From an optimization exercise on the open Yosys and OpenROAD flow, aimed at small area, a short achievable clock period and few clock cycles; shortcuts taken in it are not production practice.
At most, simulation tests tie the RTL to the original design; equivalence was not proved.
No activity file was given, so power comes from the tool's default toggle rates.

## branch nickel
// mac_frame_deframer_crc32
module mac_frame_deframer_crc32 (
    input  logic        clk,
    input  logic        rst_n,
    input  logic        in_valid,
    output logic        in_ready,
    input  logic [7:0]  in_data,
    input  logic        in_eof,
    output logic        out_valid,
    input  logic        out_ready,
    output logic [1:0]  out_kind,
    output logic [7:0]  out_byte_value,
    output logic [2:0]  out_status,
    output logic [2:0]  out_message_type,
    output logic [1:0]  out_major_version,
    output logic [31:0] out_device_address,
    output logic [7:0]  out_frame_control,
    output logic [15:0] out_frame_counter,
    output logic [7:0]  out_payload_length,
    output logic        out_last_of_run
);
    localparam logic [31:0] CRC_POLY    = 32'hEDB8_8320;
    localparam logic [31:0] CRC_RESIDUE = 32'hDEBB_20E3;
    localparam logic [2:0] ST_OK = 3'd0, ST_SHORT = 3'd1, ST_MISMATCH = 3'd2,
                           ST_OVERRUN = 3'd3, ST_TOO_LONG = 3'd4;
    function automatic [31:0] crc32_byte(input [31:0] crc_in, input [7:0] data);
        integer k;
        begin
            crc32_byte = crc_in ^ {24'd0, data};
            for (k = 0; k < 8; k = k + 1)
            begin
                if (crc32_byte[0])
                    crc32_byte = (crc32_byte >> 1) ^ CRC_POLY;
                else
                    crc32_byte = crc32_byte >> 1;
            end
        end
    endfunction
    logic        rdy;                   
    logic        ov;                    
    logic        gs;                    
    logic [7:0]  g_n;                   
    logic        gp;                    
    logic [7:0]  dl0, dl1, dl2, dl3;    
    logic        fresh;                 
  ...
Size: ~98 I/O pins, ~8500 sq um of cells after synthesis.
clock: 5.0 ns
lec_check: 0
cap_margin: 20
core_margin: 2
core_utilization: 60
cts_buf_list: sky130_fd_sc_hd__clkbuf_4 sky130_fd_sc_hd__clkbuf_8
gpl_routability_driven: 1
place_density: 0.75
setup_slack_margin: 2.75
slew_margin: 20
standard.sh (not shown) runs the stock make flow with config.mk's settings and CLKGATE_MAP_FILE= SYNTH_SCRIPT=/design/flow/synth_recipe.tcl, a recipe that flattens the netlist after the stock synthesis.
==> flow/flow/run.sh <==
#!/bin/bash
# The standard layout, with the smallest buffer on each port and no dummy
# loads in the clock tree.
set -euo pipefail
export BUFFER_PORTS_ARGS="-buffer_cell sky130_fd_sc_hd__buf_1"
export CTS_ARGS="-sink_clustering_enable -repair_clock_nets -dont_use_dummy_load -buf_list {sky130_fd_sc_hd__clkbuf_4 sky130_fd_sc_hd__clkbuf_8}"
bash standard.sh > standard_flow.log 2>&1
For branch delta, these inputs were changed with respect to branch nickel:
--- a/flow/design.v
+++ b/flow/design.v
@@ -75,46 +75,45 @@
                 if (crc32_byte[0])
                     crc32_byte = (crc32_byte >> 1) ^ CRC_POLY;
                 else
                     crc32_byte = crc32_byte >> 1;
             end
         end
     endfunction
     logic        rdy;                   
     logic        ov;                    
     logic        gs;                    
     logic [7:0]  g_n;                   
-    logic        gp;                    
     logic [7:0]  dl0, dl1, dl2, dl3;    
     logic        fresh;                 
     logic        first;                 
     logic        hcap;                  
     logic        body;                  
     logic        rb;                    
     logic        rl;                    
     logic [7:0]  cnt;                   
     logic [31:0] crc;
     logic [7:0]  hdr0_n, hdr5_n;
     logic [31:0] hdr_addr_n;
     logic [15:0] hdr_cnt_n;
     logic [3:0]  nopt;
     logic       r_v, r_pay, r_lor;
     logic [7:0] r_byte;
     logic       k_v, k_pay, k_lor;
     logic [7:0] k_byte;
     logic       sp1, sp2, sv, q2;
     logic       s_chk;                  
     logic       s_ovr;
     logic [2:0] s_status;
     logic [7:0] s_plen;
-    logic [7:0] hv;                     
+    logic [3:0] s_vc;                   
     logic       take, push, pop_r, pop_s, eof_t, busy, load_s, load_q;
     logic       r_v_n, k_v_n, sp1_n, sv_n, q2_n, ge3_n, rdy_n, body_n;
     logic [4:0] optlim;
     logic       pay;
     assign take   = in_valid && rdy;
     assign eof_t  = take && in_eof;
     assign push   = in_valid && rb;
     assign nopt   = ~hdr5_n[3:0];
     assign optlim = 5'd12 + {1'b0, nopt};
     assign pay    = {3'd0, optlim} <= cnt;
     assign pop_r  = out_ready && r_v;
@@ -173,24 +172,23 @@
                 else if (cnt != 8'd255)
                     cnt <= cnt + 8'd1;
             end
             else
                 hcap <= 1'b0;
         end
     end
     always_ff @(posedge clk)
     begin
         gs <= !r_v_n;
         for (int i = 0; i < 8; i++)
-            g_n[i] <= !(!r_v_n && !load_q && hv[i]);
-        gp <= !r_v_n && !load_q && (s_status != ST_SHORT);
+            g_n[i] <= !(!r_v_n && !load_q && (s_vc > 4'(i)));
     end
     always_ff @(posedge clk)
     begin
         if (take)
         begin
             dl0 <= dl1;
             dl1 <= dl2;
             dl2 <= dl3;
             dl3 <= in_data;
         end
     end
@@ -240,60 +238,57 @@
         if (!k_v)
         begin
             k_pay  <= pay;
             k_lor  <= !in_eof;
             k_byte <= dl0;
         end
     end
     logic       mm;
     logic [8:0] plen_d;                 
     assign mm     = crc != CRC_RESIDUE;
     assign plen_d = {1'b0, s_plen} - {5'd0, nopt};
-    always_comb
-        for (int i = 0; i < 8; i++)
-            hv[i] = (s_status != ST_SHORT) || (s_plen[2:0] > 3'(i));
     always_ff @(posedge clk)
     begin
         if (load_s || load_q)
         begin
+            s_vc  <= load_q ? 4'd0 :
+                     (cnt >= 8'd11) ? 4'd8 : (cnt >= 8'd4) ? 4'(cnt - 8'd3) : 4'd0;
             s_chk <= !load_q && (cnt != 8'd255) && (cnt >= 8'd11);
         end
         if (sp1)
             s_ovr <= plen_d[8];
         if (load_s || load_q || (sp2 && s_chk && (mm || s_ovr)))
         begin
             if (load_q)
                 s_status <= ST_SHORT;
             else if (sp2)
                 s_status <= mm ? ST_MISMATCH : ST_OVERRUN;
             else if (cnt == 8'd255)
                 s_status <= ST_TOO_LONG;
             else if (cnt < 8'd11)
                 s_status <= ST_SHORT;
             else
                 s_status <= ST_OK;
         end
         if (load_s || load_q || sp1 || (sp2 && s_chk && (mm || s_ovr)))
         begin
             if (load_q || sp2)
                 s_plen <= 8'd0;
             else if (sp1)
-                s_plen <= s_chk ? plen_d[7:0] : (s_status == ST_SHORT) ? s_plen : 8'd0;
-            else if (cnt < 8'd11)
-                s_plen <= (cnt >= 8'd4) ? cnt - 8'd3 : 8'd0;
+                s_plen <= s_chk ? plen_d[7:0] : 8'd0;
             else
                 s_plen <= cnt - 8'd11;
         end
     end
     assign in_ready           = rdy;
     assign out_valid          = ov;
     assign out_kind           = {gs, r_pay};
     assign out_byte_value     = r_byte;
     assign out_last_of_run    = r_lor;
     assign out_status         = s_status & {3{gs}};
-    assign out_payload_length = s_plen & {8{gp}};
+    assign out_payload_length = s_plen & ~g_n;
     assign out_message_type   = ~(hdr0_n[7:5] | {3{g_n[0]}});
     assign out_major_version  = ~(hdr0_n[1:0] | {2{g_n[0]}});
     assign out_device_address = ~(hdr_addr_n | {{8{g_n[4]}}, {8{g_n[3]}}, {8{g_n[2]}}, {8{g_n[1]}}});
     assign out_frame_control  = ~(hdr5_n | {8{g_n[5]}});
     assign out_frame_counter  = ~(hdr_cnt_n | {{8{g_n[7]}}, {8{g_n[6]}}});
 endmodule
The clock skew in branch delta sits 0.0099 ns below the value recorded for branch nickel.
Against branch nickel, the final cell area of branch delta is higher.
Compared with branch nickel, in branch delta portion of netlist area occupied by mux cells shows a reduction of 0.24 points, count of instances resized after the clock tree is built shows an increase of 6.
Of the two values seen for critical path's slowest cell, dfxtp_2 was produced by branch delta and edfxtp_1 by branch nickel.
Clock share of power down 0.3 points in branch delta wrt branch nickel
In the reports for branch nickel and branch delta, the larger power belongs to branch delta.
Testbench counts of branch delta, summed over its fixed seeds: cycles 71,984.
No functional check of the RTL was part of branch nickel.

separate check: timing with driven ports:
How much do the figures lean on ideal ports? The routed layouts below were timed once more, with nothing changed but the port constraints. Step 1 sets driving cells, clkbuf_16 on the clock port and buf_2 on the other inputs (assumed; they add their load-dependent delay and slew). Step 2 moves the port delays by t, midway between the first and last clock arrival at a register: inputs arrive t later, outputs are due t later. That takes back most of the time a late clock gives input paths. Slacks: no drivers / after step 1 / after step 2; pairs: no drivers / after step 1.
run	t (ns)	setup slack, ns	clock arrival spread, ns	worst register clock-pin slew, ns	pins driven straight from the clock port
branch nickel	0.484	2.719 / 2.687 / 2.371	0.039 / 0.039	0.10 / 0.10	1
branch delta	0.483	2.785 / 2.746 / 2.439	0.036 / 0.036	0.10 / 0.10	1
After both steps setup and hold are still met in every run listed. For branch nickel, which loses most, drivers alone change the setup slack by -0.032 ns; drivers and shift together by -0.348 ns.
